Background: an optimization exercise with open tools, aiming at small area. Do not read the settings as production practice. The RTL was checked by simulation tests, not by an equivalence proof against the original design. Power is estimated from default activity; no workload was simulated. No driver is modelled on the clock port, so clocking that relies on it looks cheaper here than on a real chip.

== run 1 ==
// led_matrix_top
module led_matrix_top
(
	input  logic      TESTCLK,
	input  logic      reset,
	input  logic        pix_wr_strobe,  
	input  logic [24:0] pix_wr,         
	output logic [5:0]  led_pins        
);
Size: ~20000 cells after synthesis, ~260000 µm² of cells after synthesis.
clock: 10.0 ns
lec_check: 0
cap_margin: 20
core_margin: 2
core_utilization: 45
slew_margin: 20
synth_hierarchical: 1
synth_memory_max_bits: 16384
standard.sh (not shown) runs the stock make flow with config.mk's settings and CLKGATE_MAP_FILE= SYNTH_SCRIPT=/design/flow/synth_recipe.tcl, a recipe that flattens the netlist after the stock synthesis.
==> flow/flow/run.sh <==
#!/bin/bash
# The standard layout, with two changes: after the standard synthesis every
# combinational cell gets the smallest drive strength of its kind (the
# repair steps size up whatever then needs it), and the clock tree uses
# larger sink clusters. Each tool's output goes to a log of its own here.
set -euo pipefail
R=orfs/results/$FLOW_PLATFORM/led_matrix_top/base
LIB=$FLOW_HOME/platforms/$FLOW_PLATFORM/lib/sky130_fd_sc_hd__tt_025C_1v80.lib

bash standard.sh synth > synth.log 2>&1
cp $R/1_2_yosys.v synth_standard.v
python3 flow/downsize.py $LIB $R/1_2_yosys.v > downsize.log 2>&1
# 1_synth.odb is now older than the netlist, so make rebuilds it from there
bash standard.sh \
	"CTS_ARGS=-sink_clustering_enable -repair_clock_nets -sink_clustering_size 32 -sink_clustering_max_diameter 120 -dont_use_dummy_load" \
	finish > layout.log 2>&1
Other scripts of this flow, unchanged in this note and not shown: flow/flow/downsize.py
Modified inputs, run 2 compared to run 1
# run 1
export LEC_CHECK = 0
export CAP_MARGIN = 20
export CORE_MARGIN = 2
export CORE_UTILIZATION = 45
export SLEW_MARGIN = 20
export SYNTH_HIERARCHICAL = 1
export SYNTH_MEMORY_MAX_BITS = 16384
create_clock -name core_clock -period 10.0 [get_ports {TESTCLK}]
# run 2
export LEC_CHECK = 0
export CAP_MARGIN = 20
export CORE_MARGIN = 2
export CORE_UTILIZATION = 55
export PLACE_DENSITY = 0.68
export SLEW_MARGIN = 20
export SYNTH_HIERARCHICAL = 1
export SYNTH_MEMORY_MAX_BITS = 16384
create_clock -name core_clock -period 10.0 [get_ports {TESTCLK}]
diff --git a/flow/flow/run.sh b/flow/flow/run.sh
--- a/flow/flow/run.sh
+++ b/flow/flow/run.sh
@@ -14,3 +14,3 @@
 bash standard.sh \
-	"CTS_ARGS=-sink_clustering_enable -repair_clock_nets -sink_clustering_size 32 -sink_clustering_max_diameter 120 -dont_use_dummy_load" \
+	"CTS_ARGS=-sink_clustering_enable -repair_clock_nets -sink_clustering_size 30 -sink_clustering_max_diameter 120" \
 	finish > layout.log 2>&1
Results
Higher relative contribution of the clock network to total power among run 2 and run 1: run 2
Number of nets at the end of the flow across run 2 and run 1: no real change.
Compared with run 1, in run 2 number of standard-cell rows in the floorplan went down, clock latency on the worst-skew pair increased by 0.02 ns relative to the old numbers.
Cmp run 2 vs run 1: share of the core filled with cells in the final layout higher in run 2
In run 2, the combinational group share of total power came out 0.2 points below the value in run 1.
Run 2 vs run 1 — initial antenna violation count dropped 1.
Run 1 → run 2: via count of the first global-routing pass held steady; initial cell density of the core grew by 10 points; average wire length per cell after detail routing shrank by 0.92%.
Relative to run 2, the following input files were edited for run 3:
# run 2
export LEC_CHECK = 0
export CAP_MARGIN = 20
export CORE_MARGIN = 2
export CORE_UTILIZATION = 55
export PLACE_DENSITY = 0.68
export SLEW_MARGIN = 20
export SYNTH_HIERARCHICAL = 1
export SYNTH_MEMORY_MAX_BITS = 16384
create_clock -name core_clock -period 10.0 [get_ports {TESTCLK}]
# run 3
export LEC_CHECK = 0
export CAP_MARGIN = 20
export CORE_MARGIN = 2
export CORE_UTILIZATION = 45
export SLEW_MARGIN = 20
export SYNTH_HIERARCHICAL = 1
export SYNTH_MEMORY_MAX_BITS = 16384
create_clock -name core_clock -period 10.0 [get_ports {TESTCLK}]
--- outcome ---
Comparing run 3 with run 2, the power came out essentially unchanged. In the reports for run 3 and run 2, the smaller number of antenna violations at the first check in global routing belongs to run 3. Going from run 2 to run 3, the maximum number of pins on one net before global-route repair was found to have gone down by 20. Register-to-register path setup slack: run 2 vs run 3 — no meaningful difference. Looking at number of iterations in the first detailed-routing pass across run 3 and run 2, the one that comes out higher is run 2. Between run 3 and run 2, the worst slack on hold paths is lower for run 3. Final cell utilization of the core ended up 11 points lower on run 3 than on run 2. Run 2 -> run 3: area after detailed placement increased slightly. The met1 routing resource usage after global routing of run 3 falls short of that of run 2 by 5.3 points.
diff inputs: run 3 => run 4
diff --git a/flow/flow/run.sh b/flow/flow/run.sh
--- a/flow/flow/run.sh
+++ b/flow/flow/run.sh
@@ -14,3 +14,3 @@
 bash standard.sh \
-	"CTS_ARGS=-sink_clustering_enable -repair_clock_nets -sink_clustering_size 30 -sink_clustering_max_diameter 120" \
+	"CTS_ARGS=-sink_clustering_enable -repair_clock_nets -sink_clustering_size 26 -sink_clustering_max_diameter 100" \
 	finish > layout.log 2>&1
### Flow results
Status: combined global-route utilization of all metal layers parity (run 3, run 4)
Comparing run 3 with run 4, the share of total power consumed by net switching came out essentially unchanged.
Met3 layer wire length in the routed design (higher): run 4
Looking at fraction of the core area covered by cells at the end of the flow, run 4 sits above run 3.
| wire length reported by the detailed router | run 3 vs run 4 | ≈ equal |
Run 4 against run 3; first-iteration DRC count is down slightly.
In the tables for run 3 and run 4, initial antenna violation count reads lower with run 4.
From run 3 to run 4 the numbers moved as follows: via count now sits at about the same level, count of clock buffers in the final design picked up an extra 47, total power +0.0010 W.

[static timing again, ports no longer ideal]
In the flow no input, the clock included, has a driving cell. The finished layouts below were timed again as built, in two steps.
Step 1 assumes that a clkbuf_16 drives the clock port and a buf_2 every other input.
Step 2 moves the port delays by t, midway between the first and last clock arrival at a register: inputs arrive t later, outputs are due t later. That takes back most of the time a late clock gives input paths.
a / b / c = ideal / step 1 / step 2; a / b = the first two.
| run | t, ns | setup slack, ns | clock arrival spread, ns | worst data-port slew with drivers (ns) | cell pins on the clock port's net |
|---|---|---|---|---|---|
| run 1 | 1.123 | 4.654 / 4.531 / 3.626 | 0.113 / 0.113 | 0.10 | 1 |
| run 2 | 1.140 | 4.693 / 4.581 / 3.672 | 0.046 / 0.047 | 0.14 | 1 |
| run 3 | 1.153 | 4.640 / 4.516 / 3.646 | 0.054 / 0.053 | 0.11 | 1 |
| run 4 | 1.159 | 4.637 / 4.514 / 3.612 | 0.063 / 0.064 | 0.11 | 1 |
After both steps setup and hold are still met in every run listed. For run 1, which loses most, drivers alone change the setup slack by -0.123 ns; drivers and shift together by -1.028 ns.
